Background: an optimization exercise with open tools, aiming at small area, a short achievable clock period and few clock cycles per item. Do not read the settings as production practice. No functional check of the RTL was part of any run shown here.

==> flow/design.v (outline; a module is shown in full before it is edited, if it fits) <==
// module lfs_cfg: 41 lines
// module lfs_fa: 10 lines
// module lfs_mac: 678 lines
// module lfs_p3: 201 lines
// module lfs_div5: 131 lines
// module lfs_coef: 95 lines
// module lfs_spd: 53 lines
// module lfs_ctrl: 237 lines
// module line_follow_steer_pd_core: 74 lines
module line_follow_steer_pd_core (
  input  logic                              clk,
  input  logic                              rst_n,
  input  logic                              in_valid,
  output logic                              in_ready,
  input  logic [lfs_pkg::PIX_W-1:0]         in_width_near,
  input  logic [lfs_pkg::PIX_W-1:0]         in_width_below,
  input  logic [lfs_pkg::PIX_W-1:0]         in_left_edge_near,
  input  logic [lfs_pkg::PIX_W-1:0]         in_right_edge_near,
  input  logic [lfs_pkg::CQ_W-1:0]          in_centre_exit,
  input  logic [lfs_pkg::CQ_W-1:0]          in_centre_near,
  input  logic [lfs_pkg::CQ_W-1:0]          in_centre_entry,
  input  logic [lfs_pkg::CQ_W-1:0]          in_centre_turn,
  input  logic [lfs_pkg::TURN_W-1:0]        in_turn_row,
  output logic                              out_valid,
  input  logic                              out_ready,
  output logic [lfs_pkg::DUTY_W-1:0]        out_servo_duty,
  output logic [lfs_pkg::SPEED_W-1:0]       out_speed_target,
  output logic [lfs_pkg::COEFF_W-1:0]       out_diff_coeff,
  output logic [lfs_pkg::ROW_W-1:0]         out_marker_row,
  output logic [lfs_pkg::COL_W-1:0]         out_marker_col,
  output logic                              out_marker_valid,
  input  logic                              cfg_we,
  input  logic [lfs_pkg::CFG_IDX_W-1:0]     cfg_idx,
  input  logic [lfs_pkg::CFG_DATA_W-1:0]    cfg_data
);
  // ...
==> flow/run.sh <==
#!/bin/bash
# synth_recipe.tcl (not shown) runs the flow's synth.tcl, then flattens the netlist and writes it again
# the make line also repeats each setting of config.mk as NAME=value (left out here)
make -C /OpenROAD-flow-scripts/flow DESIGN_CONFIG=/design/flow/config.mk WORK_HOME=/design/flow/orfs CLKGATE_MAP_FILE= SYNTH_SCRIPT=/design/flow/synth_recipe.tcl finish
==> flow/config.mk <==
export PLATFORM = sky130hd
export DESIGN_NAME = line_follow_steer_pd_core
export DESIGN_NICKNAME = line_follow_steer_pd_core
export VERILOG_FILES = /design/flow/design.v
export SDC_FILE = /design/flow/constraint.sdc
export NUM_CORES = 4
export LEC_CHECK = 0
export CAP_MARGIN = 20
export CORE_MARGIN = 2
export CORE_UTILIZATION = 40
export SLEW_MARGIN = 20
export SYNTH_HIERARCHICAL = 1
==> flow/constraint.sdc <==
create_clock -name core_clock -period 11.0 [get_ports {clk}]
set_input_delay 2.2000 -clock core_clock [delete_from_list [all_inputs] [get_ports {clk}]]
set_output_delay 2.2000 -clock core_clock [all_outputs]
set_load 0.01 [all_outputs]
==> key figures, run 1 <==
Synth
  • Number of different library cells in the post-synthesis netlist: 111
  • Most frequent cells after synthesis: sky130_fd_sc_hd__fa_1, sky130_fd_sc_hd__edfxtp_1, sky130_fd_sc_hd__ha_1
  • Top post-synthesis cells by area: sky130_fd_sc_hd__edfxtp_1, sky130_fd_sc_hd__fa_1, sky130_fd_sc_hd__ha_1, sky130_fd_sc_hd__xor2_1, sky130_fd_sc_hd__dfxtp_1
  • Synth Area in Compound Gates: 14.1%
  • Dominant combinational cell family by area after synthesis: adder cells

STA
  • Total Neg Setup Slack: 0 ns
  • Least setup slack across all paths after layout: 5.46 ns

Floorplanning
  • Number of tap cells added at floorplan: 1368
  • Number of core rows: between 100 and 150

Cells and area
  • Leading cell kind: multi-input combinational cells
  • Fraction of standard cell area in multi-input logic: 56.6%
  • Area taken by flip-flops and latches: 13200 µm²
  • Fraction of final layout cells with drive strength greater than 1: 5.66%

Detailed routing
  • DRC violation count after routing: 0
  • DR WL/cell: 18.7 µm
  • M1 WL: between 40 and 50 mm

Global route
  • Combined global-route utilization of all metal layers: 17.5%
  • Met1 routing resource usage after global routing: between 20% and 30%

Worst setup path
  • Origin of the critical flop-to-flop path: u_ctrl.s4_x[9]
  • Type of element launching the critical path: register
  • Worst path depth: 16

Run status
  • Status: complete, no violations

Place
  • Final Wtd Congestion: ~0.86
  • Port Buf Inserts: between 100 and 150

Clock tree
  • Clk slew on worst S/H paths: 0.06 ns
==> run 2, diff against run 1 <==
--- a/flow/design.v
+++ b/flow/design.v
@@ -74,8 +74,7 @@
   input  logic        [5:0]  d_h,
   input  logic        [5:0]  d_o,
   input  logic        [5:0]  d_t,
-  input  logic        [25:0] p3_a,
-  input  logic        [25:0] p3_b,
+  input  logic signed [19:0] p3,
   output logic        [31:0] m_a,
   output logic        [31:0] m_b
 );
@@ -195,11 +194,7 @@
   logic m656, m657, m658, m659, m660, m661, m662, m663, m664, m665, m666, m667, m668, m669, m670, m671;
   logic m672, m673, m674, m675, m676, m677, m678, m679, m680, m681, m682, m683, m684, m685, m686, m687;
   logic m688, m689, m690, m691, m692, m693, m694, m695, m696, m697, m698, m699, m700, m701, m702, m703;
-  logic m704, m705, m706, m707, m708, m709, m710, m711, m712, m713, m714, m715, m716, m717, m718, m719;
-  logic m720, m721, m722, m723, m724, m725, m726, m727, m728, m729, m730, m731, m732, m733, m734, m735;
-  logic m736, m737, m738, m739, m740, m741, m742, m743, m744, m745, m746, m747, m748, m749, m750, m751;
-  logic m752, m753, m754, m755, m756, m757, m758, m759, m760, m761, m762, m763, m764, m765, m766, m767;
-  logic m768, m769, m770, m771, m772, m773, m774, m775, m776, m777, m778;
+  logic m704, m705, m706, m707, m708, m709, m710, m711, m712, m713, m714, m715, m716, m717, m718;
   assign m0 = (kp5[0] & bp_p10) | (~kp5[0] & bp_n10) | (1'b0 & bp_p20) | bp_n20;
   assign m1 = (kp5[1] & bp_p10) | (~kp5[1] & bp_n10) | (kp5[0] & bp_p20) | (~kp5[0] & bp_n20);
   assign m2 = (kp5[2] & bp_p10) | (~kp5[2] & bp_n10) | (kp5[1] & bp_p20) | (~kp5[1] & bp_n20);
@@ -440,314 +435,281 @@
   assign m237 = (kd5[17] & bd_p15) | (~kd5[17] & bd_n15) | (kd5[16] & bd_p25) | (~kd5[16] & bd_n25);
   assign m238 = (kd5[18] & bd_p15) | (~kd5[18] & bd_n15) | (kd5[17] & bd_p25) | (~kd5[17] & bd_n25);
   assign m239 = (kd5[18] & bd_p15) | (~kd5[18] & bd_n15) | (kd5[18] & bd_p25) | (~kd5[18] & bd_n25);
-  assign m240 = p3_a[2] ^ p3_b[2];
-  assign m241 = p3_a[2] & p3_b[2];
-  lfs_fa u_m242 (.a(p3_a[4]), .b(p3_b[4]), .c(bp_ng5), .s(m242), .co(m243));
-  assign m244 = bd_ng5 ^ m10;
-  assign m245 = bd_ng5 & m10;
-  lfs_fa u_m246 (.a(p3_a[5]), .b(p3_b[5]), .c(m11), .s(m246), .co(m247));
-  assign m248 = m29 ^ m47;
-  assign m249 = m29 & m47;
-  lfs_fa u_m250 (.a(p3_a[6]), .b(p3_b[6]), .c(m12), .s(m250), .co(m251));
-  assign m252 = m30 ^ m48;
-  assign m253 = m30 & m48;
-  lfs_fa u_m254 (.a(p3_a[7]), .b(p3_b[7]), .c(m13), .s(m254), .co(m255));
-  assign m256 = m31 ^ m49;
-  assign m257 = m31 & m49;
-  assign m258 = ~(p3_a[8] ^ p3_b[8]);
-  assign m259 = p3_a[8] | p3_b[8];
-  lfs_fa u_m260 (.a(m14), .b(m32), .c(m50), .s(m260), .co(m261));
-  assign m262 = ~(p3_a[9] ^ p3_b[9]);
-  assign m263 = p3_a[9] | p3_b[9];
-  lfs_fa u_m264 (.a(m15), .b(m33), .c(m51), .s(m264), .co(m265));
-  lfs_fa u_m266 (.a(p3_a[10]), .b(p3_b[10]), .c(m16), .s(m266), .co(m267));
-  assign m268 = m34 ^ m52;
-  assign m269 = m34 & m52;
-  lfs_fa u_m270 (.a(p3_a[11]), .b(p3_b[11]), .c(m17), .s(m270), .co(m271));
-  assign m272 = m35 ^ m53;
-  assign m273 = m35 & m53;
-  assign m274 = ~(p3_a[12] ^ p3_b[12]);
-  assign m275 = p3_a[12] | p3_b[12];
-  lfs_fa u_m276 (.a(m18), .b(m36), .c(m54), .s(m276), .co(m277));
-  lfs_fa u_m278 (.a(p3_a[13]), .b(p3_b[13]), .c(~(m19)), .s(m278), .co(m279));
-  assign m280 = m37 ^ m55;
-  assign m281 = m37 & m55;
-  assign m282 = p3_a[14] ^ p3_b[14];
-  assign m283 = p3_a[14] & p3_b[14];
-  lfs_fa u_m284 (.a(p3_a[0]), .b(p3_b[0]), .c(bp_ng3), .s(m284), .co(m285));
-  assign m286 = bd_ng3 ^ m6;
-  assign m287 = bd_ng3 & m6;
-  lfs_fa u_m288 (.a(p3_a[1]), .b(p3_b[1]), .c(m7), .s(m288), .co(m289));
-  assign m290 = m25 ^ m43;
-  assign m291 = m25 & m43;
-  lfs_fa u_m292 (.a(bp_ng4), .b(bd_ng4), .c(m8), .s(m292), .co(m293));
-  lfs_fa u_m294 (.a(m26), .b(m44), .c(m62), .s(m294), .co(m295));
-  lfs_fa u_m296 (.a(m80), .b(m128), .c(m146), .s(m296), .co(m297));
-  lfs_fa u_m298 (.a(p3_a[3]), .b(p3_b[3]), .c(m241), .s(m298), .co(m299));
-  lfs_fa u_m300 (.a(m9), .b(m27), .c(m45), .s(m300), .co(m301));
-  lfs_fa u_m302 (.a(m63), .b(m81), .c(m129), .s(m302), .co(m303));
-  assign m304 = m147 ^ m165;
-  assign m305 = m147 & m165;
-  lfs_fa u_m306 (.a(m28), .b(m46), .c(m64), .s(m306), .co(m307));
-  lfs_fa u_m308 (.a(m82), .b(m100), .c(m130), .s(m308), .co(m309));
-  lfs_fa u_m310 (.a(m148), .b(m166), .c(m184), .s(m310), .co(m311));
-  lfs_fa u_m312 (.a(m202), .b(m220), .c(m244), .s(m312), .co(m313));
-  lfs_fa u_m314 (.a(m65), .b(m83), .c(m101), .s(m314), .co(m315));
-  lfs_fa u_m316 (.a(m131), .b(m149), .c(m167), .s(m316), .co(m317));
-  lfs_fa u_m318 (.a(m185), .b(m203), .c(m221), .s(m318), .co(m319));
-  lfs_fa u_m320 (.a(m245), .b(m248), .c(m243), .s(m320), .co(m321));
-  lfs_fa u_m322 (.a(m66), .b(m84), .c(m102), .s(m322), .co(m323));
-  lfs_fa u_m324 (.a(m132), .b(m150), .c(m168), .s(m324), .co(m325));
-  lfs_fa u_m326 (.a(m186), .b(m204), .c(m222), .s(m326), .co(m327));
-  lfs_fa u_m328 (.a(m249), .b(m252), .c(m247), .s(m328), .co(m329));
-  lfs_fa u_m330 (.a(m67), .b(m85), .c(m103), .s(m330), .co(m331));
-  lfs_fa u_m332 (.a(m133), .b(m151), .c(m169), .s(m332), .co(m333));
-  lfs_fa u_m334 (.a(m187), .b(m205), .c(m223), .s(m334), .co(m335));
-  lfs_fa u_m336 (.a(m253), .b(m256), .c(m251), .s(m336), .co(m337));
-  lfs_fa u_m338 (.a(m68), .b(m86), .c(m104), .s(m338), .co(m339));
-  lfs_fa u_m340 (.a(m134), .b(m152), .c(m170), .s(m340), .co(m341));
-  lfs_fa u_m342 (.a(m188), .b(m206), .c(m224), .s(m342), .co(m343));
-  lfs_fa u_m344 (.a(m258), .b(m257), .c(m255), .s(m344), .co(m345));
-  lfs_fa u_m346 (.a(m259), .b(m69), .c(m87), .s(m346), .co(m347));
-  lfs_fa u_m348 (.a(m105), .b(m135), .c(m153), .s(m348), .co(m349));
-  lfs_fa u_m350 (.a(m171), .b(m189), .c(m207), .s(m350), .co(m351));
-  lfs_fa u_m352 (.a(m225), .b(m262), .c(m261), .s(m352), .co(m353));
-  lfs_fa u_m354 (.a(m263), .b(m70), .c(m88), .s(m354), .co(m355));
-  lfs_fa u_m356 (.a(m106), .b(m136), .c(m154), .s(m356), .co(m357));
-  lfs_fa u_m358 (.a(m172), .b(m190), .c(m208), .s(m358), .co(m359));
-  lfs_fa u_m360 (.a(m226), .b(m268), .c(m265), .s(m360), .co(m361));
-  lfs_fa u_m362 (.a(m71), .b(m89), .c(m107), .s(m362), .co(m363));
-  lfs_fa u_m364 (.a(m137), .b(m155), .c(m173), .s(m364), .co(m365));
-  lfs_fa u_m366 (.a(m191), .b(m209), .c(m227), .s(m366), .co(m367));
-  lfs_fa u_m368 (.a(m269), .b(m272), .c(m267), .s(m368), .co(m369));
-  lfs_fa u_m370 (.a(m72), .b(m90), .c(m108), .s(m370), .co(m371));
-  lfs_fa u_m372 (.a(m138), .b(m156), .c(m174), .s(m372), .co(m373));
-  lfs_fa u_m374 (.a(m192), .b(m210), .c(m228), .s(m374), .co(m375));
-  lfs_fa u_m376 (.a(m274), .b(m273), .c(m271), .s(m376), .co(m377));
-  lfs_fa u_m378 (.a(m275), .b(m73), .c(m91), .s(m378), .co(m379));
-  lfs_fa u_m380 (.a(m109), .b(~(m139)), .c(m157), .s(m380), .co(m381));
-  lfs_fa u_m382 (.a(m175), .b(m193), .c(m211), .s(m382), .co(m383));
-  lfs_fa u_m384 (.a(m229), .b(m280), .c(m277), .s(m384), .co(m385));
-  lfs_fa u_m386 (.a(m38), .b(m56), .c(m74), .s(m386), .co(m387));
-  lfs_fa u_m388 (.a(m92), .b(m110), .c(m158), .s(m388), .co(m389));
-  lfs_fa u_m390 (.a(m176), .b(m194), .c(m212), .s(m390), .co(m391));
-  lfs_fa u_m392 (.a(m230), .b(m282), .c(m281), .s(m392), .co(m393));
-  lfs_fa u_m394 (.a(p3_a[15]), .b(p3_b[15]), .c(m283), .s(m394), .co(m395));
-  lfs_fa u_m396 (.a(~(m39)), .b(m57), .c(m75), .s(m396), .co(m397));
-  lfs_fa u_m398 (.a(m93), .b(m111), .c(~(m159)), .s(m398), .co(m399));
-  lfs_fa u_m400 (.a(m177), .b(m195), .c(m213), .s(m400), .co(m401));
-  lfs_fa u_m402 (.a(p3_a[16]), .b(p3_b[16]), .c(m58), .s(m402), .co(m403));
-  lfs_fa u_m404 (.a(m76), .b(m94), .c(m112), .s(m404), .co(m405));
-  assign m406 = m178 ^ m196;
-  assign m407 = m178 & m196;
-  assign m408 = ~(p3_a[17] ^ p3_b[17]);
-  assign m409 = p3_a[17] | p3_b[17];
-  lfs_fa u_m410 (.a(~(m59)), .b(m77), .c(m95), .s(m410), .co(m411));
-  assign m412 = m113 ^ ~(m179);
-  assign m413 = m113 & ~(m179);
-  lfs_fa u_m414 (.a(p3_a[18]), .b(p3_b[18]), .c(m78), .s(m414), .co(m415));
-  lfs_fa u_m416 (.a(bp_ng2), .b(bd_ng2), .c(m4), .s(m416), .co(m417));
-  assign m418 = m5 ^ m23;
-  assign m419 = m5 & m23;
-  lfs_fa u_m420 (.a(m24), .b(m42), .c(m60), .s(m420), .co(m421));
-  lfs_fa u_m422 (.a(m126), .b(m144), .c(m162), .s(m422), .co(m423));
-  lfs_fa u_m424 (.a(m61), .b(m127), .c(m145), .s(m424), .co(m425));
-  lfs_fa u_m426 (.a(m163), .b(m181), .c(m287), .s(m426), .co(m427));
-  assign m428 = m290 ^ m285;
-  assign m429 = m290 & m285;
-  lfs_fa u_m430 (.a(m164), .b(m182), .c(m200), .s(m430), .co(m431));
-  lfs_fa u_m432 (.a(m240), .b(m291), .c(m289), .s(m432), .co(m433));
-  lfs_fa u_m434 (.a(m292), .b(m294), .c(m296), .s(m434), .co(m435));
-  lfs_fa u_m436 (.a(m183), .b(m201), .c(m304), .s(m436), .co(m437));
-  lfs_fa u_m438 (.a(m298), .b(m293), .c(m295), .s(m438), .co(m439));
-  lfs_fa u_m440 (.a(m297), .b(m300), .c(m302), .s(m440), .co(m441));
-  lfs_fa u_m442 (.a(m305), .b(m242), .c(m299), .s(m442), .co(m443));
-  lfs_fa u_m444 (.a(m301), .b(m303), .c(m306), .s(m444), .co(m445));
-  lfs_fa u_m446 (.a(m308), .b(m310), .c(m312), .s(m446), .co(m447));
-  lfs_fa u_m448 (.a(m307), .b(m309), .c(m311), .s(m448), .co(m449));
-  lfs_fa u_m450 (.a(m314), .b(m316), .c(m318), .s(m450), .co(m451));
-  lfs_fa u_m452 (.a(m246), .b(m313), .c(m320), .s(m452), .co(m453));
-  lfs_fa u_m454 (.a(m315), .b(m317), .c(m319), .s(m454), .co(m455));
-  lfs_fa u_m456 (.a(m322), .b(m324), .c(m326), .s(m456), .co(m457));
-  lfs_fa u_m458 (.a(m250), .b(m321), .c(m328), .s(m458), .co(m459));
-  lfs_fa u_m460 (.a(m323), .b(m325), .c(m327), .s(m460), .co(m461));
-  lfs_fa u_m462 (.a(m330), .b(m332), .c(m334), .s(m462), .co(m463));
-  lfs_fa u_m464 (.a(m254), .b(m329), .c(m336), .s(m464), .co(m465));
-  lfs_fa u_m466 (.a(m331), .b(m333), .c(m335), .s(m466), .co(m467));
-  lfs_fa u_m468 (.a(m338), .b(m340), .c(m342), .s(m468), .co(m469));
-  lfs_fa u_m470 (.a(m260), .b(m337), .c(m344), .s(m470), .co(m471));
-  lfs_fa u_m472 (.a(m339), .b(m341), .c(m343), .s(m472), .co(m473));
-  lfs_fa u_m474 (.a(m346), .b(m348), .c(m350), .s(m474), .co(m475));
-  lfs_fa u_m476 (.a(m264), .b(m345), .c(m352), .s(m476), .co(m477));
-  lfs_fa u_m478 (.a(m347), .b(m349), .c(m351), .s(m478), .co(m479));
-  lfs_fa u_m480 (.a(m354), .b(m356), .c(m358), .s(m480), .co(m481));
-  lfs_fa u_m482 (.a(m266), .b(m353), .c(m360), .s(m482), .co(m483));
-  lfs_fa u_m484 (.a(m355), .b(m357), .c(m359), .s(m484), .co(m485));
-  lfs_fa u_m486 (.a(m362), .b(m364), .c(m366), .s(m486), .co(m487));
-  lfs_fa u_m488 (.a(m270), .b(m361), .c(m368), .s(m488), .co(m489));
-  lfs_fa u_m490 (.a(m363), .b(m365), .c(m367), .s(m490), .co(m491));
-  lfs_fa u_m492 (.a(m370), .b(m372), .c(m374), .s(m492), .co(m493));
-  lfs_fa u_m494 (.a(m276), .b(m369), .c(m376), .s(m494), .co(m495));
-  lfs_fa u_m496 (.a(m371), .b(m373), .c(m375), .s(m496), .co(m497));
-  lfs_fa u_m498 (.a(m378), .b(m380), .c(m382), .s(m498), .co(m499));
-  lfs_fa u_m500 (.a(m278), .b(m377), .c(m384), .s(m500), .co(m501));
-  lfs_fa u_m502 (.a(m379), .b(m381), .c(m383), .s(m502), .co(m503));
-  lfs_fa u_m504 (.a(m386), .b(m388), .c(m390), .s(m504), .co(m505));
-  lfs_fa u_m506 (.a(m279), .b(m392), .c(m385), .s(m506), .co(m507));
-  lfs_fa u_m508 (.a(m231), .b(m394), .c(m387), .s(m508), .co(m509));
-  lfs_fa u_m510 (.a(m389), .b(m391), .c(m396), .s(m510), .co(m511));
-  lfs_fa u_m512 (.a(m398), .b(m400), .c(m393), .s(m512), .co(m513));
-  lfs_fa u_m514 (.a(m214), .b(m232), .c(m406), .s(m514), .co(m515));
-  lfs_fa u_m516 (.a(m395), .b(m397), .c(m399), .s(m516), .co(m517));
-  lfs_fa u_m518 (.a(m401), .b(m402), .c(m404), .s(m518), .co(m519));
-  lfs_fa u_m520 (.a(m197), .b(m215), .c(m233), .s(m520), .co(m521));
-  lfs_fa u_m522 (.a(m408), .b(m407), .c(m412), .s(m522), .co(m523));
-  lfs_fa u_m524 (.a(m403), .b(m405), .c(m410), .s(m524), .co(m525));
-  lfs_fa u_m526 (.a(m409), .b(m96), .c(m114), .s(m526), .co(m527));
-  lfs_fa u_m528 (.a(m198), .b(m216), .c(m234), .s(m528), .co(m529));
-  lfs_fa u_m530 (.a(m413), .b(m411), .c(m414), .s(m530), .co(m531));
-  lfs_fa u_m532 (.a(p3_a[19]), .b(p3_b[19]), .c(~(m79)), .s(m532), .co(m533));
-  lfs_fa u_m534 (.a(m97), .b(m115), .c(~(m199)), .s(m534), .co(m535));
-  lfs_fa u_m536 (.a(m217), .b(m235), .c(m415), .s(m536), .co(m537));
-  assign m538 = ~(p3_a[20] ^ p3_b[20]);
-  assign m539 = p3_a[20] | p3_b[20];
-  lfs_fa u_m540 (.a(m98), .b(m116), .c(m218), .s(m540), .co(m541));
-  assign m542 = ~(p3_a[21] ^ p3_b[21]);
-  assign m543 = p3_a[21] | p3_b[21];
-  assign m544 = ~(m99) ^ m117;
-  assign m545 = ~(m99) & m117;
-  lfs_fa u_m546 (.a(bp_ng1), .b(bd_ng1), .c(m2), .s(m546), .co(m547));
-  assign m548 = m3 ^ m21;
-  assign m549 = m3 & m21;
-  lfs_fa u_m550 (.a(m22), .b(m40), .c(m124), .s(m550), .co(m551));
-  assign m552 = m142 ^ m160;
-  assign m553 = m142 & m160;
-  lfs_fa u_m554 (.a(m41), .b(m125), .c(m143), .s(m554), .co(m555));
-  lfs_fa u_m556 (.a(m161), .b(m418), .c(m417), .s(m556), .co(m557));
-  lfs_fa u_m558 (.a(m180), .b(m419), .c(m286), .s(m558), .co(m559));
-  lfs_fa u_m560 (.a(m284), .b(m420), .c(m422), .s(m560), .co(m561));
-  lfs_fa u_m562 (.a(m421), .b(m423), .c(m424), .s(m562), .co(m563));
-  lfs_fa u_m564 (.a(m288), .b(m428), .c(m426), .s(m564), .co(m565));
-  lfs_fa u_m566 (.a(m425), .b(m430), .c(m429), .s(m566), .co(m567));
-  lfs_fa u_m568 (.a(m427), .b(m432), .c(m434), .s(m568), .co(m569));
-  lfs_fa u_m570 (.a(m431), .b(m436), .c(m433), .s(m570), .co(m571));
-  lfs_fa u_m572 (.a(m435), .b(m438), .c(m440), .s(m572), .co(m573));
-  lfs_fa u_m574 (.a(m437), .b(m442), .c(m439), .s(m574), .co(m575));
-  lfs_fa u_m576 (.a(m441), .b(m444), .c(m446), .s(m576), .co(m577));
-  lfs_fa u_m578 (.a(m443), .b(m445), .c(m448), .s(m578), .co(m579));
-  lfs_fa u_m580 (.a(m450), .b(m447), .c(m452), .s(m580), .co(m581));
-  lfs_fa u_m582 (.a(m449), .b(m451), .c(m454), .s(m582), .co(m583));
-  lfs_fa u_m584 (.a(m456), .b(m453), .c(m458), .s(m584), .co(m585));
-  lfs_fa u_m586 (.a(m455), .b(m457), .c(m460), .s(m586), .co(m587));
-  lfs_fa u_m588 (.a(m462), .b(m459), .c(m464), .s(m588), .co(m589));
-  lfs_fa u_m590 (.a(m461), .b(m463), .c(m466), .s(m590), .co(m591));
-  lfs_fa u_m592 (.a(m468), .b(m465), .c(m470), .s(m592), .co(m593));
-  lfs_fa u_m594 (.a(m467), .b(m469), .c(m472), .s(m594), .co(m595));
-  lfs_fa u_m596 (.a(m474), .b(m471), .c(m476), .s(m596), .co(m597));
-  lfs_fa u_m598 (.a(m473), .b(m475), .c(m478), .s(m598), .co(m599));
-  lfs_fa u_m600 (.a(m480), .b(m477), .c(m482), .s(m600), .co(m601));
-  lfs_fa u_m602 (.a(m479), .b(m481), .c(m484), .s(m602), .co(m603));
-  lfs_fa u_m604 (.a(m486), .b(m483), .c(m488), .s(m604), .co(m605));
-  lfs_fa u_m606 (.a(m485), .b(m487), .c(m490), .s(m606), .co(m607));
-  lfs_fa u_m608 (.a(m492), .b(m489), .c(m494), .s(m608), .co(m609));
-  lfs_fa u_m610 (.a(m491), .b(m493), .c(m496), .s(m610), .co(m611));
-  lfs_fa u_m612 (.a(m498), .b(m495), .c(m500), .s(m612), .co(m613));
-  lfs_fa u_m614 (.a(m497), .b(m499), .c(m502), .s(m614), .co(m615));
-  lfs_fa u_m616 (.a(m504), .b(m501), .c(m506), .s(m616), .co(m617));
-  lfs_fa u_m618 (.a(m503), .b(m505), .c(m508), .s(m618), .co(m619));
-  lfs_fa u_m620 (.a(m510), .b(m512), .c(m507), .s(m620), .co(m621));
-  lfs_fa u_m622 (.a(m514), .b(m509), .c(m511), .s(m622), .co(m623));
-  lfs_fa u_m624 (.a(m516), .b(m518), .c(m513), .s(m624), .co(m625));
-  lfs_fa u_m626 (.a(m520), .b(m515), .c(m522), .s(m626), .co(m627));
-  lfs_fa u_m628 (.a(m517), .b(m519), .c(m524), .s(m628), .co(m629));
-  lfs_fa u_m630 (.a(m521), .b(m526), .c(m528), .s(m630), .co(m631));
-  lfs_fa u_m632 (.a(m523), .b(m525), .c(m530), .s(m632), .co(m633));
-  lfs_fa u_m634 (.a(m527), .b(m529), .c(m532), .s(m634), .co(m635));
-  lfs_fa u_m636 (.a(m534), .b(m531), .c(m536), .s(m636), .co(m637));
-  lfs_fa u_m638 (.a(m236), .b(m538), .c(m533), .s(m638), .co(m639));
-  lfs_fa u_m640 (.a(m535), .b(m540), .c(m537), .s(m640), .co(m641));
-  lfs_fa u_m642 (.a(m539), .b(~(m219)), .c(m237), .s(m642), .co(m643));
-  lfs_fa u_m644 (.a(m542), .b(m544), .c(m541), .s(m644), .co(m645));
-  lfs_fa u_m646 (.a(p3_a[22]), .b(p3_b[22]), .c(m543), .s(m646), .co(m647));
-  lfs_fa u_m648 (.a(m118), .b(m238), .c(m545), .s(m648), .co(m649));
-  assign m650 = ~(p3_a[23] ^ p3_b[23]);
-  assign m651 = p3_a[23] | p3_b[23];
-  assign m652 = ~(m119) ^ ~(m239);
-  assign m653 = ~(m119) & ~(m239);
-  assign m654 = bp_ng0 ^ bd_ng0;
-  assign m655 = bp_ng0 & bd_ng0;
-  assign m656 = m20 ^ m122;
-  assign m657 = m20 & m122;
-  lfs_fa u_m658 (.a(m123), .b(m141), .c(m548), .s(m658), .co(m659));
-  lfs_fa u_m660 (.a(m549), .b(m552), .c(m550), .s(m660), .co(m661));
-  lfs_fa u_m662 (.a(m553), .b(m551), .c(m554), .s(m662), .co(m663));
-  lfs_fa u_m664 (.a(m555), .b(m558), .c(m557), .s(m664), .co(m665));
-  lfs_fa u_m666 (.a(m559), .b(m561), .c(m562), .s(m666), .co(m667));
-  lfs_fa u_m668 (.a(m563), .b(m566), .c(m565), .s(m668), .co(m669));
-  lfs_fa u_m670 (.a(m567), .b(m569), .c(m570), .s(m670), .co(m671));
-  lfs_fa u_m672 (.a(m571), .b(m573), .c(m574), .s(m672), .co(m673));
-  lfs_fa u_m674 (.a(m575), .b(m578), .c(m577), .s(m674), .co(m675));
-  lfs_fa u_m676 (.a(m579), .b(m582), .c(m581), .s(m676), .co(m677));
-  lfs_fa u_m678 (.a(m583), .b(m586), .c(m585), .s(m678), .co(m679));
-  lfs_fa u_m680 (.a(m587), .b(m590), .c(m589), .s(m680), .co(m681));
-  lfs_fa u_m682 (.a(m591), .b(m594), .c(m593), .s(m682), .co(m683));
-  lfs_fa u_m684 (.a(m595), .b(m598), .c(m597), .s(m684), .co(m685));
-  lfs_fa u_m686 (.a(m599), .b(m602), .c(m601), .s(m686), .co(m687));
-  lfs_fa u_m688 (.a(m603), .b(m606), .c(m605), .s(m688), .co(m689));
-  lfs_fa u_m690 (.a(m607), .b(m610), .c(m609), .s(m690), .co(m691));
-  lfs_fa u_m692 (.a(m611), .b(m614), .c(m613), .s(m692), .co(m693));
-  lfs_fa u_m694 (.a(m615), .b(m618), .c(m617), .s(m694), .co(m695));
-  lfs_fa u_m696 (.a(m619), .b(m622), .c(m624), .s(m696), .co(m697));
-  lfs_fa u_m698 (.a(m626), .b(m623), .c(m628), .s(m698), .co(m699));
-  lfs_fa u_m700 (.a(m630), .b(m627), .c(m629), .s(m700), .co(m701));
-  lfs_fa u_m702 (.a(m631), .b(m634), .c(m633), .s(m702), .co(m703));
-  lfs_fa u_m704 (.a(m635), .b(m638), .c(m637), .s(m704), .co(m705));
-  lfs_fa u_m706 (.a(m642), .b(m639), .c(m644), .s(m706), .co(m707));
-  lfs_fa u_m708 (.a(m646), .b(m643), .c(m648), .s(m708), .co(m709));
-  lfs_fa u_m710 (.a(m650), .b(m652), .c(m647), .s(m710), .co(m711));
-  lfs_fa u_m712 (.a(p3_a[24]), .b(p3_b[24]), .c(m651), .s(m712), .co(m713));
-  assign m714 = ~p3_a[25];
-  assign m715 = m0 ^ m120;
-  assign m716 = m0 & m120;
-  lfs_fa u_m717 (.a(m1), .b(m121), .c(m655), .s(m717), .co(m718));
-  lfs_fa u_m719 (.a(m140), .b(m656), .c(m546), .s(m719), .co(m720));
-  lfs_fa u_m721 (.a(m657), .b(m547), .c(m658), .s(m721), .co(m722));
-  lfs_fa u_m723 (.a(m416), .b(m659), .c(m660), .s(m723), .co(m724));
-  lfs_fa u_m725 (.a(m661), .b(m662), .c(m556), .s(m725), .co(m726));
-  lfs_fa u_m727 (.a(m663), .b(m560), .c(m664), .s(m727), .co(m728));
-  lfs_fa u_m729 (.a(m564), .b(m665), .c(m666), .s(m729), .co(m730));
-  lfs_fa u_m731 (.a(m667), .b(m568), .c(m668), .s(m731), .co(m732));
-  lfs_fa u_m733 (.a(m572), .b(m669), .c(m670), .s(m733), .co(m734));
-  lfs_fa u_m735 (.a(m576), .b(m671), .c(m672), .s(m735), .co(m736));
-  lfs_fa u_m737 (.a(m580), .b(m673), .c(m674), .s(m737), .co(m738));
-  lfs_fa u_m739 (.a(m584), .b(m675), .c(m676), .s(m739), .co(m740));
-  lfs_fa u_m741 (.a(m588), .b(m677), .c(m678), .s(m741), .co(m742));
-  lfs_fa u_m743 (.a(m592), .b(m679), .c(m680), .s(m743), .co(m744));
-  lfs_fa u_m745 (.a(m596), .b(m681), .c(m682), .s(m745), .co(m746));
-  lfs_fa u_m747 (.a(m600), .b(m683), .c(m684), .s(m747), .co(m748));
-  lfs_fa u_m749 (.a(m604), .b(m685), .c(m686), .s(m749), .co(m750));
-  lfs_fa u_m751 (.a(m608), .b(m687), .c(m688), .s(m751), .co(m752));
-  lfs_fa u_m753 (.a(m612), .b(m689), .c(m690), .s(m753), .co(m754));
-  lfs_fa u_m755 (.a(m616), .b(m691), .c(m692), .s(m755), .co(m756));
-  lfs_fa u_m757 (.a(m620), .b(m693), .c(m694), .s(m757), .co(m758));
-  lfs_fa u_m759 (.a(m621), .b(m696), .c(m695), .s(m759), .co(m760));
-  lfs_fa u_m761 (.a(m625), .b(m698), .c(m697), .s(m761), .co(m762));
-  lfs_fa u_m763 (.a(m632), .b(m699), .c(m700), .s(m763), .co(m764));
-  lfs_fa u_m765 (.a(m636), .b(m701), .c(m702), .s(m765), .co(m766));
-  lfs_fa u_m767 (.a(m640), .b(m703), .c(m704), .s(m767), .co(m768));
-  lfs_fa u_m769 (.a(m706), .b(m641), .c(m705), .s(m769), .co(m770));
-  lfs_fa u_m771 (.a(m645), .b(m708), .c(m707), .s(m771), .co(m772));
-  lfs_fa u_m773 (.a(m649), .b(m710), .c(m709), .s(m773), .co(m774));
-  lfs_fa u_m775 (.a(m653), .b(m712), .c(m711), .s(m775), .co(m776));
-  lfs_fa u_m777 (.a(p3_b[25]), .b(m714), .c(m713), .s(m777), .co(m778));
-  assign m_a = {m776, m774, m772, m770, m768, m766, m764, m762, m760, m758, m756, m754, m752, m750, m748, m746, m744, m742, m740, m738, m736, m734, m732, m730, m728, m726, m724, m722, m720, m718, m716, m715};
-  assign m_b = {m777, m775, m773, m771, m769, m767, m765, m763, m761, m759, m757, m755, m753, m751, m749, m747, m745, m743, m741, m739, m737, m735, m733, m731, m729, m727, m725, m723, m721, m719, m717, m654};
+  lfs_fa u_m240 (.a(p3[4]), .b(bp_ng5), .c(bd_ng5), .s(m240), .co(m241));
+  assign m242 = p3[5] ^ m11;
+  assign m243 = p3[5] & m11;
+  assign m244 = p3[6] ^ m12;
+  assign m245 = p3[6] & m12;
+  assign m246 = p3[7] ^ m13;
+  assign m247 = p3[7] & m13;
+  assign m248 = ~(p3[8] ^ m14);
+  assign m249 = p3[8] | m14;
+  assign m250 = ~(p3[9] ^ m15);
+  assign m251 = p3[9] | m15;
+  assign m252 = p3[10] ^ m16;
+  assign m253 = p3[10] & m16;
+  assign m254 = p3[11] ^ m17;
+  assign m255 = p3[11] & m17;
+  assign m256 = ~(p3[12] ^ m18);
+  assign m257 = p3[12] | m18;
+  assign m258 = p3[13] ^ ~(m19);
+  assign m259 = p3[13] & ~(m19);
+  lfs_fa u_m260 (.a(p3[0]), .b(bp_ng3), .c(bd_ng3), .s(m260), .co(m261));
+  assign m262 = p3[1] ^ m7;
+  assign m263 = p3[1] & m7;
+  lfs_fa u_m264 (.a(p3[2]), .b(bp_ng4), .c(bd_ng4), .s(m264), .co(m265));
+  lfs_fa u_m266 (.a(m8), .b(m26), .c(m44), .s(m266), .co(m267));
+  assign m268 = m62 ^ m80;
+  assign m269 = m62 & m80;
+  lfs_fa u_m270 (.a(p3[3]), .b(m9), .c(m27), .s(m270), .co(m271));
+  lfs_fa u_m272 (.a(m45), .b(m63), .c(m81), .s(m272), .co(m273));
+  assign m274 = m129 ^ m147;
+  assign m275 = m129 & m147;
+  lfs_fa u_m276 (.a(m10), .b(m28), .c(m46), .s(m276), .co(m277));
+  lfs_fa u_m278 (.a(m64), .b(m82), .c(m100), .s(m278), .co(m279));
+  lfs_fa u_m280 (.a(m130), .b(m148), .c(m166), .s(m280), .co(m281));
+  assign m282 = m184 ^ m202;
+  assign m283 = m184 & m202;
+  lfs_fa u_m284 (.a(m29), .b(m47), .c(m65), .s(m284), .co(m285));
+  lfs_fa u_m286 (.a(m83), .b(m101), .c(m131), .s(m286), .co(m287));
+  lfs_fa u_m288 (.a(m149), .b(m167), .c(m185), .s(m288), .co(m289));
+  lfs_fa u_m290 (.a(m203), .b(m221), .c(m242), .s(m290), .co(m291));
+  lfs_fa u_m292 (.a(m30), .b(m48), .c(m66), .s(m292), .co(m293));
+  lfs_fa u_m294 (.a(m84), .b(m102), .c(m132), .s(m294), .co(m295));
+  lfs_fa u_m296 (.a(m150), .b(m168), .c(m186), .s(m296), .co(m297));
+  lfs_fa u_m298 (.a(m204), .b(m222), .c(m243), .s(m298), .co(m299));
+  lfs_fa u_m300 (.a(m31), .b(m49), .c(m67), .s(m300), .co(m301));
+  lfs_fa u_m302 (.a(m85), .b(m103), .c(m133), .s(m302), .co(m303));
+  lfs_fa u_m304 (.a(m151), .b(m169), .c(m187), .s(m304), .co(m305));
+  lfs_fa u_m306 (.a(m205), .b(m223), .c(m245), .s(m306), .co(m307));
+  lfs_fa u_m308 (.a(m32), .b(m50), .c(m68), .s(m308), .co(m309));
+  lfs_fa u_m310 (.a(m86), .b(m104), .c(m134), .s(m310), .co(m311));
+  lfs_fa u_m312 (.a(m152), .b(m170), .c(m188), .s(m312), .co(m313));
+  lfs_fa u_m314 (.a(m206), .b(m224), .c(m247), .s(m314), .co(m315));
+  lfs_fa u_m316 (.a(m33), .b(m51), .c(m69), .s(m316), .co(m317));
+  lfs_fa u_m318 (.a(m87), .b(m105), .c(m135), .s(m318), .co(m319));
+  lfs_fa u_m320 (.a(m153), .b(m171), .c(m189), .s(m320), .co(m321));
+  lfs_fa u_m322 (.a(m207), .b(m225), .c(m249), .s(m322), .co(m323));
+  lfs_fa u_m324 (.a(m34), .b(m52), .c(m70), .s(m324), .co(m325));
+  lfs_fa u_m326 (.a(m88), .b(m106), .c(m136), .s(m326), .co(m327));
+  lfs_fa u_m328 (.a(m154), .b(m172), .c(m190), .s(m328), .co(m329));
+  lfs_fa u_m330 (.a(m208), .b(m226), .c(m251), .s(m330), .co(m331));
+  lfs_fa u_m332 (.a(m35), .b(m53), .c(m71), .s(m332), .co(m333));
+  lfs_fa u_m334 (.a(m89), .b(m107), .c(m137), .s(m334), .co(m335));
+  lfs_fa u_m336 (.a(m155), .b(m173), .c(m191), .s(m336), .co(m337));
+  lfs_fa u_m338 (.a(m209), .b(m227), .c(m253), .s(m338), .co(m339));
+  lfs_fa u_m340 (.a(m36), .b(m54), .c(m72), .s(m340), .co(m341));
+  lfs_fa u_m342 (.a(m90), .b(m108), .c(m138), .s(m342), .co(m343));
+  lfs_fa u_m344 (.a(m156), .b(m174), .c(m192), .s(m344), .co(m345));
+  lfs_fa u_m346 (.a(m210), .b(m228), .c(m255), .s(m346), .co(m347));
+  lfs_fa u_m348 (.a(m37), .b(m55), .c(m73), .s(m348), .co(m349));
+  lfs_fa u_m350 (.a(m91), .b(m109), .c(~(m139)), .s(m350), .co(m351));
+  lfs_fa u_m352 (.a(m157), .b(m175), .c(m193), .s(m352), .co(m353));
+  lfs_fa u_m354 (.a(m211), .b(m229), .c(m257), .s(m354), .co(m355));
+  lfs_fa u_m356 (.a(p3[14]), .b(m38), .c(m56), .s(m356), .co(m357));
+  lfs_fa u_m358 (.a(m74), .b(m92), .c(m110), .s(m358), .co(m359));
+  lfs_fa u_m360 (.a(m158), .b(m176), .c(m194), .s(m360), .co(m361));
+  assign m362 = m212 ^ m230;
+  assign m363 = m212 & m230;
+  lfs_fa u_m364 (.a(p3[15]), .b(~(m39)), .c(m57), .s(m364), .co(m365));
+  lfs_fa u_m366 (.a(m75), .b(m93), .c(m111), .s(m366), .co(m367));
+  lfs_fa u_m368 (.a(~(m159)), .b(m177), .c(m195), .s(m368), .co(m369));
+  lfs_fa u_m370 (.a(p3[16]), .b(m58), .c(m76), .s(m370), .co(m371));
+  assign m372 = m94 ^ m112;
+  assign m373 = m94 & m112;
+  assign m374 = ~(p3[17] ^ ~(m59));
+  assign m375 = p3[17] | ~(m59);
+  assign m376 = m77 ^ m95;
+  assign m377 = m77 & m95;
+  lfs_fa u_m378 (.a(bp_ng2), .b(bd_ng2), .c(m4), .s(m378), .co(m379));
+  assign m380 = m5 ^ m23;
+  assign m381 = m5 & m23;
+  lfs_fa u_m382 (.a(m6), .b(m24), .c(m42), .s(m382), .co(m383));
+  lfs_fa u_m384 (.a(m60), .b(m126), .c(m144), .s(m384), .co(m385));
+  lfs_fa u_m386 (.a(m25), .b(m43), .c(m61), .s(m386), .co(m387));
+  lfs_fa u_m388 (.a(m127), .b(m145), .c(m163), .s(m388), .co(m389));
+  assign m390 = m181 ^ m262;
+  assign m391 = m181 & m262;
+  lfs_fa u_m392 (.a(m128), .b(m146), .c(m164), .s(m392), .co(m393));
+  lfs_fa u_m394 (.a(m182), .b(m200), .c(m263), .s(m394), .co(m395));
+  lfs_fa u_m396 (.a(m268), .b(m264), .c(m266), .s(m396), .co(m397));
+  lfs_fa u_m398 (.a(m165), .b(m183), .c(m201), .s(m398), .co(m399));
+  lfs_fa u_m400 (.a(m269), .b(m274), .c(m265), .s(m400), .co(m401));
+  lfs_fa u_m402 (.a(m267), .b(m270), .c(m272), .s(m402), .co(m403));
+  lfs_fa u_m404 (.a(m220), .b(m275), .c(m282), .s(m404), .co(m405));
+  lfs_fa u_m406 (.a(m240), .b(m271), .c(m273), .s(m406), .co(m407));
+  lfs_fa u_m408 (.a(m276), .b(m278), .c(m280), .s(m408), .co(m409));
+  lfs_fa u_m410 (.a(m283), .b(m241), .c(m277), .s(m410), .co(m411));
+  lfs_fa u_m412 (.a(m279), .b(m281), .c(m284), .s(m412), .co(m413));
+  lfs_fa u_m414 (.a(m286), .b(m288), .c(m290), .s(m414), .co(m415));
+  lfs_fa u_m416 (.a(m244), .b(m285), .c(m287), .s(m416), .co(m417));
+  lfs_fa u_m418 (.a(m289), .b(m292), .c(m294), .s(m418), .co(m419));
+  lfs_fa u_m420 (.a(m296), .b(m298), .c(m291), .s(m420), .co(m421));
+  lfs_fa u_m422 (.a(m246), .b(m293), .c(m295), .s(m422), .co(m423));
+  lfs_fa u_m424 (.a(m297), .b(m300), .c(m302), .s(m424), .co(m425));
+  lfs_fa u_m426 (.a(m304), .b(m299), .c(m306), .s(m426), .co(m427));
+  lfs_fa u_m428 (.a(m248), .b(m301), .c(m303), .s(m428), .co(m429));
+  lfs_fa u_m430 (.a(m305), .b(m308), .c(m310), .s(m430), .co(m431));
+  lfs_fa u_m432 (.a(m312), .b(m307), .c(m314), .s(m432), .co(m433));
+  lfs_fa u_m434 (.a(m250), .b(m309), .c(m311), .s(m434), .co(m435));
+  lfs_fa u_m436 (.a(m313), .b(m316), .c(m318), .s(m436), .co(m437));
+  lfs_fa u_m438 (.a(m320), .b(m315), .c(m322), .s(m438), .co(m439));
+  lfs_fa u_m440 (.a(m252), .b(m317), .c(m319), .s(m440), .co(m441));
+  lfs_fa u_m442 (.a(m321), .b(m324), .c(m326), .s(m442), .co(m443));
+  lfs_fa u_m444 (.a(m328), .b(m323), .c(m330), .s(m444), .co(m445));
+  lfs_fa u_m446 (.a(m254), .b(m325), .c(m327), .s(m446), .co(m447));
+  lfs_fa u_m448 (.a(m329), .b(m332), .c(m334), .s(m448), .co(m449));
+  lfs_fa u_m450 (.a(m336), .b(m331), .c(m338), .s(m450), .co(m451));
+  lfs_fa u_m452 (.a(m256), .b(m333), .c(m335), .s(m452), .co(m453));
+  lfs_fa u_m454 (.a(m337), .b(m340), .c(m342), .s(m454), .co(m455));
+  lfs_fa u_m456 (.a(m344), .b(m339), .c(m346), .s(m456), .co(m457));
+  lfs_fa u_m458 (.a(m258), .b(m341), .c(m343), .s(m458), .co(m459));
+  lfs_fa u_m460 (.a(m345), .b(m348), .c(m350), .s(m460), .co(m461));
+  lfs_fa u_m462 (.a(m352), .b(m347), .c(m354), .s(m462), .co(m463));
+  lfs_fa u_m464 (.a(m259), .b(m362), .c(m349), .s(m464), .co(m465));
+  lfs_fa u_m466 (.a(m351), .b(m353), .c(m356), .s(m466), .co(m467));
+  lfs_fa u_m468 (.a(m358), .b(m360), .c(m355), .s(m468), .co(m469));
+  lfs_fa u_m470 (.a(m213), .b(m231), .c(m363), .s(m470), .co(m471));
+  lfs_fa u_m472 (.a(m357), .b(m359), .c(m361), .s(m472), .co(m473));
+  lfs_fa u_m474 (.a(m364), .b(m366), .c(m368), .s(m474), .co(m475));
+  lfs_fa u_m476 (.a(m178), .b(m196), .c(m214), .s(m476), .co(m477));
+  lfs_fa u_m478 (.a(m232), .b(m372), .c(m365), .s(m478), .co(m479));
+  lfs_fa u_m480 (.a(m367), .b(m369), .c(m370), .s(m480), .co(m481));
+  lfs_fa u_m482 (.a(m113), .b(~(m179)), .c(m197), .s(m482), .co(m483));
+  lfs_fa u_m484 (.a(m215), .b(m233), .c(m373), .s(m484), .co(m485));
+  lfs_fa u_m486 (.a(m374), .b(m376), .c(m371), .s(m486), .co(m487));
+  lfs_fa u_m488 (.a(p3[18]), .b(m78), .c(m96), .s(m488), .co(m489));
+  lfs_fa u_m490 (.a(m114), .b(m198), .c(m216), .s(m490), .co(m491));
+  lfs_fa u_m492 (.a(m234), .b(m375), .c(m377), .s(m492), .co(m493));
+  assign m494 = ~(~(p3[19]) ^ ~(m79));
+  assign m495 = ~(p3[19]) | ~(m79);
+  lfs_fa u_m496 (.a(m97), .b(m115), .c(~(m199)), .s(m496), .co(m497));
+  assign m498 = m217 ^ m235;
+  assign m499 = m217 & m235;
+  assign m500 = m98 ^ m116;
+  assign m501 = m98 & m116;
+  lfs_fa u_m502 (.a(bp_ng1), .b(bd_ng1), .c(m2), .s(m502), .co(m503));
+  assign m504 = m3 ^ m21;
+  assign m505 = m3 & m21;
+  lfs_fa u_m506 (.a(m22), .b(m40), .c(m124), .s(m506), .co(m507));
+  assign m508 = m142 ^ m160;
+  assign m509 = m142 & m160;
+  lfs_fa u_m510 (.a(m41), .b(m125), .c(m143), .s(m510), .co(m511));
+  lfs_fa u_m512 (.a(m161), .b(m380), .c(m379), .s(m512), .co(m513));
+  lfs_fa u_m514 (.a(m162), .b(m180), .c(m381), .s(m514), .co(m515));
+  lfs_fa u_m516 (.a(m260), .b(m382), .c(m384), .s(m516), .co(m517));
+  lfs_fa u_m518 (.a(m261), .b(m383), .c(m385), .s(m518), .co(m519));
+  lfs_fa u_m520 (.a(m386), .b(m388), .c(m390), .s(m520), .co(m521));
+  lfs_fa u_m522 (.a(m387), .b(m389), .c(m391), .s(m522), .co(m523));
+  lfs_fa u_m524 (.a(m392), .b(m394), .c(m396), .s(m524), .co(m525));
+  lfs_fa u_m526 (.a(m393), .b(m398), .c(m395), .s(m526), .co(m527));
+  lfs_fa u_m528 (.a(m400), .b(m397), .c(m402), .s(m528), .co(m529));
+  lfs_fa u_m530 (.a(m399), .b(m404), .c(m401), .s(m530), .co(m531));
+  lfs_fa u_m532 (.a(m403), .b(m406), .c(m408), .s(m532), .co(m533));
+  lfs_fa u_m534 (.a(m405), .b(m407), .c(m409), .s(m534), .co(m535));
+  lfs_fa u_m536 (.a(m410), .b(m412), .c(m414), .s(m536), .co(m537));
+  lfs_fa u_m538 (.a(m411), .b(m413), .c(m416), .s(m538), .co(m539));
+  lfs_fa u_m540 (.a(m418), .b(m415), .c(m420), .s(m540), .co(m541));
+  lfs_fa u_m542 (.a(m417), .b(m419), .c(m422), .s(m542), .co(m543));
+  lfs_fa u_m544 (.a(m424), .b(m426), .c(m421), .s(m544), .co(m545));
+  lfs_fa u_m546 (.a(m423), .b(m425), .c(m428), .s(m546), .co(m547));
+  lfs_fa u_m548 (.a(m430), .b(m427), .c(m432), .s(m548), .co(m549));
+  lfs_fa u_m550 (.a(m429), .b(m431), .c(m434), .s(m550), .co(m551));
+  lfs_fa u_m552 (.a(m436), .b(m433), .c(m438), .s(m552), .co(m553));
+  lfs_fa u_m554 (.a(m435), .b(m437), .c(m440), .s(m554), .co(m555));
+  lfs_fa u_m556 (.a(m442), .b(m439), .c(m444), .s(m556), .co(m557));
+  lfs_fa u_m558 (.a(m441), .b(m443), .c(m446), .s(m558), .co(m559));
+  lfs_fa u_m560 (.a(m448), .b(m445), .c(m450), .s(m560), .co(m561));
+  lfs_fa u_m562 (.a(m447), .b(m449), .c(m452), .s(m562), .co(m563));
+  lfs_fa u_m564 (.a(m454), .b(m451), .c(m456), .s(m564), .co(m565));
+  lfs_fa u_m566 (.a(m453), .b(m455), .c(m458), .s(m566), .co(m567));
+  lfs_fa u_m568 (.a(m460), .b(m457), .c(m462), .s(m568), .co(m569));
+  lfs_fa u_m570 (.a(m459), .b(m461), .c(m464), .s(m570), .co(m571));
+  lfs_fa u_m572 (.a(m466), .b(m463), .c(m468), .s(m572), .co(m573));
+  lfs_fa u_m574 (.a(m470), .b(m465), .c(m467), .s(m574), .co(m575));
+  lfs_fa u_m576 (.a(m472), .b(m474), .c(m469), .s(m576), .co(m577));
+  lfs_fa u_m578 (.a(m476), .b(m471), .c(m473), .s(m578), .co(m579));
+  lfs_fa u_m580 (.a(m475), .b(m478), .c(m480), .s(m580), .co(m581));
+  lfs_fa u_m582 (.a(m477), .b(m482), .c(m484), .s(m582), .co(m583));
+  lfs_fa u_m584 (.a(m479), .b(m481), .c(m486), .s(m584), .co(m585));
+  lfs_fa u_m586 (.a(m483), .b(m488), .c(m490), .s(m586), .co(m587));
+  lfs_fa u_m588 (.a(m485), .b(m492), .c(m487), .s(m588), .co(m589));
+  lfs_fa u_m590 (.a(m494), .b(m498), .c(m489), .s(m590), .co(m591));
+  lfs_fa u_m592 (.a(m491), .b(m496), .c(m493), .s(m592), .co(m593));
+  lfs_fa u_m594 (.a(m218), .b(m236), .c(m495), .s(m594), .co(m595));
+  lfs_fa u_m596 (.a(m499), .b(m500), .c(m497), .s(m596), .co(m597));
+  assign m598 = ~(~(m99) ^ m117);
+  assign m599 = ~(m99) | m117;
+  lfs_fa u_m600 (.a(~(m219)), .b(m237), .c(m501), .s(m600), .co(m601));
+  assign m602 = bp_ng0 ^ bd_ng0;
+  assign m603 = bp_ng0 & bd_ng0;
+  assign m604 = m20 ^ m122;
+  assign m605 = m20 & m122;
+  lfs_fa u_m606 (.a(m123), .b(m141), .c(m504), .s(m606), .co(m607));
+  lfs_fa u_m608 (.a(m505), .b(m508), .c(m506), .s(m608), .co(m609));
+  lfs_fa u_m610 (.a(m509), .b(m507), .c(m510), .s(m610), .co(m611));
+  lfs_fa u_m612 (.a(m511), .b(m514), .c(m513), .s(m612), .co(m613));
+  lfs_fa u_m614 (.a(m515), .b(m517), .c(m518), .s(m614), .co(m615));
+  lfs_fa u_m616 (.a(m519), .b(m522), .c(m521), .s(m616), .co(m617));
+  lfs_fa u_m618 (.a(m523), .b(m526), .c(m525), .s(m618), .co(m619));
+  lfs_fa u_m620 (.a(m527), .b(m530), .c(m529), .s(m620), .co(m621));
+  lfs_fa u_m622 (.a(m531), .b(m533), .c(m534), .s(m622), .co(m623));
+  lfs_fa u_m624 (.a(m535), .b(m538), .c(m537), .s(m624), .co(m625));
+  lfs_fa u_m626 (.a(m539), .b(m542), .c(m541), .s(m626), .co(m627));
+  lfs_fa u_m628 (.a(m543), .b(m546), .c(m548), .s(m628), .co(m629));
+  lfs_fa u_m630 (.a(m547), .b(m550), .c(m549), .s(m630), .co(m631));
+  lfs_fa u_m632 (.a(m551), .b(m554), .c(m553), .s(m632), .co(m633));
+  lfs_fa u_m634 (.a(m555), .b(m558), .c(m557), .s(m634), .co(m635));
+  lfs_fa u_m636 (.a(m559), .b(m562), .c(m561), .s(m636), .co(m637));
+  lfs_fa u_m638 (.a(m563), .b(m566), .c(m565), .s(m638), .co(m639));
+  lfs_fa u_m640 (.a(m567), .b(m570), .c(m569), .s(m640), .co(m641));
+  lfs_fa u_m642 (.a(m571), .b(m574), .c(m573), .s(m642), .co(m643));
+  lfs_fa u_m644 (.a(m575), .b(m578), .c(m580), .s(m644), .co(m645));
+  lfs_fa u_m646 (.a(m582), .b(m579), .c(m581), .s(m646), .co(m647));
+  lfs_fa u_m648 (.a(m586), .b(m583), .c(m585), .s(m648), .co(m649));
+  lfs_fa u_m650 (.a(m587), .b(m590), .c(m592), .s(m650), .co(m651));
+  lfs_fa u_m652 (.a(m594), .b(m591), .c(m596), .s(m652), .co(m653));
+  lfs_fa u_m654 (.a(m598), .b(m595), .c(m600), .s(m654), .co(m655));
+  lfs_fa u_m656 (.a(m118), .b(m238), .c(m599), .s(m656), .co(m657));
+  assign m658 = ~~(m119);
+  assign m659 = m0 ^ m120;
+  assign m660 = m0 & m120;
+  lfs_fa u_m661 (.a(m1), .b(m121), .c(m603), .s(m661), .co(m662));
+  lfs_fa u_m663 (.a(m140), .b(m604), .c(m502), .s(m663), .co(m664));
+  lfs_fa u_m665 (.a(m605), .b(m503), .c(m606), .s(m665), .co(m666));
+  lfs_fa u_m667 (.a(m378), .b(m607), .c(m608), .s(m667), .co(m668));
+  lfs_fa u_m669 (.a(m609), .b(m610), .c(m512), .s(m669), .co(m670));
+  lfs_fa u_m671 (.a(m611), .b(m516), .c(m612), .s(m671), .co(m672));
+  lfs_fa u_m673 (.a(m520), .b(m613), .c(m614), .s(m673), .co(m674));
+  lfs_fa u_m675 (.a(m615), .b(m524), .c(m616), .s(m675), .co(m676));
+  lfs_fa u_m677 (.a(m528), .b(m617), .c(m618), .s(m677), .co(m678));
+  lfs_fa u_m679 (.a(m532), .b(m619), .c(m620), .s(m679), .co(m680));
+  lfs_fa u_m681 (.a(m536), .b(m621), .c(m622), .s(m681), .co(m682));
+  lfs_fa u_m683 (.a(m540), .b(m623), .c(m624), .s(m683), .co(m684));
+  lfs_fa u_m685 (.a(m544), .b(m625), .c(m626), .s(m685), .co(m686));
+  lfs_fa u_m687 (.a(m545), .b(m628), .c(m627), .s(m687), .co(m688));
+  lfs_fa u_m689 (.a(m552), .b(m629), .c(m630), .s(m689), .co(m690));
+  lfs_fa u_m691 (.a(m556), .b(m631), .c(m632), .s(m691), .co(m692));
+  lfs_fa u_m693 (.a(m560), .b(m633), .c(m634), .s(m693), .co(m694));
+  lfs_fa u_m695 (.a(m564), .b(m635), .c(m636), .s(m695), .co(m696));
+  lfs_fa u_m697 (.a(m568), .b(m637), .c(m638), .s(m697), .co(m698));
+  lfs_fa u_m699 (.a(m572), .b(m639), .c(m640), .s(m699), .co(m700));
+  lfs_fa u_m701 (.a(m576), .b(m641), .c(m642), .s(m701), .co(m702));
+  lfs_fa u_m703 (.a(m577), .b(m644), .c(m643), .s(m703), .co(m704));
+  lfs_fa u_m705 (.a(m584), .b(m645), .c(m646), .s(m705), .co(m706));
+  lfs_fa u_m707 (.a(m588), .b(m647), .c(m648), .s(m707), .co(m708));
+  lfs_fa u_m709 (.a(m589), .b(m650), .c(m649), .s(m709), .co(m710));
+  lfs_fa u_m711 (.a(m593), .b(m652), .c(m651), .s(m711), .co(m712));
+  lfs_fa u_m713 (.a(m597), .b(m654), .c(m653), .s(m713), .co(m714));
+  lfs_fa u_m715 (.a(m656), .b(m601), .c(m655), .s(m715), .co(m716));
+  lfs_fa u_m717 (.a(~(m239)), .b(m658), .c(m657), .s(m717), .co(m718));
+  assign m_a = {1'b1, m718, m716, m714, m712, m710, m708, m706, m704, m702, m700, m698, m696, m694, m692, m690, m688, m686, m684, m682, m680, m678, m676, m674, m672, m670, m668, m666, m664, m662, m660, m659};
+  assign m_b = {1'b0, ~(m119), m717, m715, m713, m711, m709, m707, m705, m703, m701, m699, m697, m695, m693, m691, m689, m687, m685, m683, m681, m679, m677, m675, m673, m671, m669, m667, m665, m663, m661, m602};
 endmodule
 module lfs_p3 (
   input  logic [5:0]  trz,
   input  logic [12:0] ct3,
-  output logic [25:0] p3_a,
-  output logic [25:0] p3_b
+  output logic [19:0] p3
 );
   logic t0, t1, t2, t3, t4, t5, t6, t7, t8, t9, t10, t11, t12, t13, t14, t15;
   logic t16, t17, t18, t19, t20, t21, t22, t23, t24, t25, t26, t27, t28, t29, t30, t31;
@@ -941,8 +903,7 @@
   lfs_fa u_t238 (.a(t175), .b(t206), .c(t205), .s(t238), .co(t239));
   lfs_fa u_t240 (.a(t179), .b(t208), .c(t207), .s(t240), .co(t241));
   assign t242 = ~t209;
-  assign p3_a = {1'b1, 1'b1, 1'b1, 1'b1, 1'b1, 1'b1, t209, t241, t239, t237, t235, t233, t231, t229, t227, t225, t223, t221, t219, t217, t215, t213, t211, t210, t1, t0};
-  assign p3_b = {1'b0, 1'b0, 1'b0, 1'b0, 1'b0, 1'b0, 1'b1, t242, t240, t238, t236, t234, t232, t230, t228, t226, t224, t222, t220, t218, t216, t214, t212, t26, t13, 1'b0};
+  assign p3 = {t209, t241, t239, t237, t235, t233, t231, t229, t227, t225, t223, t221, t219, t217, t215, t213, t211, t210, t1, t0} + {1'b1, t242, t240, t238, t236, t234, t232, t230, t228, t226, t224, t222, t220, t218, t216, t214, t212, t26, t13, 1'b0};
 endmodule
 module lfs_div5 (
   input  logic [14:0] x,
@@ -1287,7 +1248,7 @@
   end
   logic [10:0]        pc_r;         
   logic signed [11:0] err1, dif1;
-  logic [25:0]        p3a_1, p3b_1;
+  logic [19:0]        p3_1;
   logic [11:0]        aerr1;
   logic [5:0]         eh1, eo1, et1, dh1, do1, dt1;
   function automatic logic [17:0] booth12(input logic [11:0] y);
@@ -1312,11 +1273,10 @@
   lfs_p3 u_p3 (
     .trz  (s1_r.z ? 6'd0 : s1_r.tr),
     .ct3  (s1_r.ct3),
-    .p3_a (p3a_1),
-    .p3_b (p3b_1)
+    .p3   (p3_1)
   );
   logic [11:0]        s2_aerr;
-  logic [25:0]        s2_p3a, s2_p3b;
+  logic [19:0]        s2_p3;
   logic [5:0]         s2_tr;
   logic               s2_e, s2_x, s2_mval;
   logic [6:0]         s2_col;
@@ -1329,8 +1289,7 @@
       s2_do   <= do1;
       s2_dt   <= dt1;
       s2_aerr <= aerr1;
-      s2_p3a  <= p3a_1;
-      s2_p3b  <= p3b_1;
+      s2_p3   <= p3_1;
       s2_tr   <= s1_r.tr;
       s2_e    <= s1_r.e;
       s2_x    <= s1_r.x;
@@ -1350,8 +1309,7 @@
     .d_h (s2_dh),
     .d_o (s2_do),
     .d_t (s2_dt),
-    .p3_a (s2_p3a),
-    .p3_b (s2_p3b),
+    .p3  (s2_p3),
     .m_a (m_a2),
     .m_b (m_b2)
   );
--- a/flow/config.mk
+++ b/flow/config.mk
@@ -5,8 +5,8 @@
 export SDC_FILE = /design/flow/constraint.sdc
 export NUM_CORES = 4
 export LEC_CHECK = 0
-export CAP_MARGIN = 20
+export CAP_MARGIN = 50
 export CORE_MARGIN = 2
 export CORE_UTILIZATION = 40
-export SLEW_MARGIN = 20
+export SLEW_MARGIN = 70
 export SYNTH_HIERARCHICAL = 1
==> run 2 against run 1 <==
- cell area decreased by 0.16%
- clock skew increased by 0.0088 ns
- register-to-register slack improved by 0.46 ns
- die area fell by 3.9%
- critical path depth is 3 higher
==> key figures, run 2 <==
Cells and area
  • Leading cell type in the layout, fill and taps excluded: sky130_fd_sc_hd__fa_1 (unchanged)
  • Final layout net count: 4452 (was 4346)
  • Fraction of final layout cells with drive strength greater than 1: 10.6% (was 5.66%)
  • Commonest cells after routing, fill and taps aside: sky130_fd_sc_hd__fa_1, sky130_fd_sc_hd__edfxtp_1, sky130_fd_sc_hd__ha_1 (unchanged)

Synth
  • Cell taking the most area after synthesis: sky130_fd_sc_hd__edfxtp_1 (unchanged)
  • Number of different library cells in the post-synthesis netlist: 109 (was 111)
  • Most frequent cells after synthesis: sky130_fd_sc_hd__fa_1, sky130_fd_sc_hd__edfxtp_1, sky130_fd_sc_hd__ha_1 (unchanged)
  • Cell with the most instances after synthesis: sky130_fd_sc_hd__fa_1 (unchanged)
  • Total standard cell area after synthesis: 39500 µm² (was 41200 µm²)
  • Most common flop cell mapped by yosys: sky130_fd_sc_hd__edfxtp_1 (unchanged)
  • Share of the synthesized area in the top cell type: 26.7% (was 27.9%)
  • Total number of yosys warnings: 8 (unchanged)
  • Top post-synthesis cells by area: sky130_fd_sc_hd__edfxtp_1, sky130_fd_sc_hd__fa_1, sky130_fd_sc_hd__ha_1, sky130_fd_sc_hd__xor2_1, sky130_fd_sc_hd__dfxtp_1 (unchanged)

Worst setup path
  • Critical path fanouts, max: 4 (was 6)
  • Highest-delay cell along the critical path: sky130_fd_sc_hd__fa_1 (was sky130_fd_sc_hd__edfxtp_1)
  • Cell seen most often among critical-path stages: sky130_fd_sc_hd__fa_1 (unchanged)
  • Ordered cell list for the critical path: buf_4, inv_1, fa_1, fa_1, fa_1, fa_1, ha_1, nand3_1, nor2_1, a31oi_1, nand4b_2, a31oi_4, o21bai_2, a21oi_1, xnor2_1, xnor2_1, nor2_1, a211oi_1, a21oi_1 (was inv_1, fa_1, fa_1, fa_1, fa_1, ha_1, nand4_1, a2111oi_0, o31ai_2, a21boi_4, o21ai_1, a221oi_2, xnor2_1, nor2_1, a211oi_1, a21oi_1)
  • Top delay family on crit path: adder cells (unchanged)
  • Type of element launching the critical path: register (unchanged)
  • Number of buffer and inverter stages on the critical path: 2 (was 1)

Clock tree
  • Sinks on Clock Net: 435 (was 467)
  • Clock buffers created by TritonCTS: 51 (was 50)
  • Hold-fix buffer count after cts: 0 (unchanged)
  • Clk slew on worst S/H paths: 0.07 ns (was 0.06 ns)

Detailed routing
  • Detailed router's first-iteration violation count: 1688 (was 1738)
  • DR WL/cell: 19.1 µm (was 18.7 µm)
  • 1st-pass router iterations: 6 (was 5)
  • Routed vias/inst: 5.40 (was 5.29)
  • DRC violation count after routing: 0 (unchanged)

Floorplanning
  • Die H: 318 µm (was 325 µm)
  • Number of core rows: 115 (was 117)

STA
  • Hold WS: 0.403 ns (was 0.416 ns)
  • Min Tclk post-route: 5.08 ns (was 5.54 ns)
  • Total Neg Setup Slack: 0 ns (unchanged)
  • Fmax: 0.197 GHz (was 0.180 GHz)
  • Finish-stage setup viols: 0 (unchanged)
  • Total count of hold-check failures in the final report: 0 (unchanged)

Place
  • Placed cell count: 4854 (was 4821)
  • Final Wtd Congestion: 0.862 (was 0.861)
  • Port Buf Inserts: 140 (unchanged)

Run status
  • Status: complete, no violations (unchanged)

Global route
  • Combined global-route utilization of all metal layers: 18.8% (was 17.5%)
  • Sum of overflow across all layers after global routing: 0 (unchanged)
run 2: cell count changes after synthesis, moves of 9 or more:
cell,previous run,this run
sky130_fd_sc_hd__nand2b_1,135,105
sky130_fd_sc_hd__nor2_1,102,124
sky130_fd_sc_hd__buf_4,130,88
sky130_fd_sc_hd__ha_1,292,307
sky130_fd_sc_hd__inv_1,241,232
sky130_fd_sc_hd__clkbuf_1,91,102
sky130_fd_sc_hd__a31oi_1,66,52
sky130_fd_sc_hd__o221a_2,1,16
sky130_fd_sc_hd__edfxtp_1,383,351
sky130_fd_sc_hd__a21o_1,21,30
sky130_fd_sc_hd__buf_6,23,3
sky130_fd_sc_hd__xnor2_1,81,95
sky130_fd_sc_hd__buf_2,64,47
sky130_fd_sc_hd__fa_1,444,417
run 2: layout make-up:
type | instances | area, µm² | area share [%]
Multi-Input combinational cell | 2592 | 25300 | 57.1
Sequential cell | 435 | 12200 | 27.5
Timing Repair Buffer | 311 | 2550 | 5.75
Tap cell | 1287 | 1610 | 3.63
Clock buffer | 56 | 1320 | 2.96
Inverter | 236 | 902 | 2.03
Clock inverter | 39 | 460 | 1.04
run 2: path summary, 6_finish.rpt:
kind         slack, ns              start  depth (start not counted)                end
max reg2reg       5.92     u_ctrl.s4_x[9]                         19     u_ctrl.s5_u[8]
min               0.40  u_ctrl.s4_side[9]                          0  u_ctrl.s5_side[9]
min reg2reg       0.40  u_ctrl.s4_side[9]                          0  u_ctrl.s5_side[9]
max               5.92     u_ctrl.s4_x[9]                         19     u_ctrl.s5_u[8]
run 2: Yosys stat by module (local to each module, per instance), excerpt:
module	area, µm²	flip-flops and latches
lfs_cfg	4050	95
lfs_div5	1050	0
lfs_spd	927	0
lfs_ctrl	15900	340
lfs_coef	1510	0
lfs_p3	1680	0
lfs_fa	20.0	0
lfs_mac	6170	0
run 2: stage by stage:
step / setup slack (ns) / cell area, µm²
2_1_floorplan: 0.382 / 39500
3_3_place_gp: 5.61 / 41400
3_5_place_dp: 5.68 / 42500
4_1_cts: 5.86 / 44300
5_1_grt: 5.62 / 44400
6_report: 5.92 / 44400
run 2: cells by family after synthesis:
kind of cell               Yosys count  share of synthesized area [%]
DFF                                435                           30.9
buffers and inverters              484                           5.71
adders and majority gates          724                           30.8
xor gates and xnor gates           338                           7.51
muxes                               29                          0.896
other                                4                         0.0380
AOI/OAI and AO/OA                  818                           15.2
and+or+nand+nor                    677                           8.92
run 2: per-layer routing:
layer  GRT usage, %  part of all wire (%)  wire length (µm)  vias up
met5              0                     0                 0        -
met4           4.74                   2.0              1920        0
met3           2.64                   5.0              4750      112
met2           31.4                    48             45300      668
met1           25.7                    45             42700    13300
li1               -                     -                 -    12600

==> port drivers added, routing unchanged <==
The results above use ideal ports. As a check the final layouts listed here were re-extracted and re-timed, cells and wires unchanged. Step 1, drivers: a clkbuf_16 drives clk and a buf_2 each remaining input, both assumed. Step 2 adds t to the input delays and takes it off the output delays; t is the mean of the earliest and latest rising clock arrival at the registers after step 1. Input paths then give back, and output paths get back, about the clock's delay inside the block. a / b / c = ideal / step 1 / step 2; a / b = the first two.
run | shift t [ns] | setup slack, ns | clock arrival spread, ns | worst register clock-pin slew, ns | cell pins on the clock port's net
run 1 | 0.668 | 5.456 / 5.456 / 5.375 | 0.040 / 0.040 | 0.08 / 0.08 | 1
run 2 | 0.699 | 5.917 / 5.917 / 5.693 | 0.048 / 0.048 | 0.07 / 0.07 | 1
After both steps every run listed still meets setup and hold. The setup slack of run 2, which loses most, moves by 0.000 ns with the drivers and by -0.224 ns with both steps.
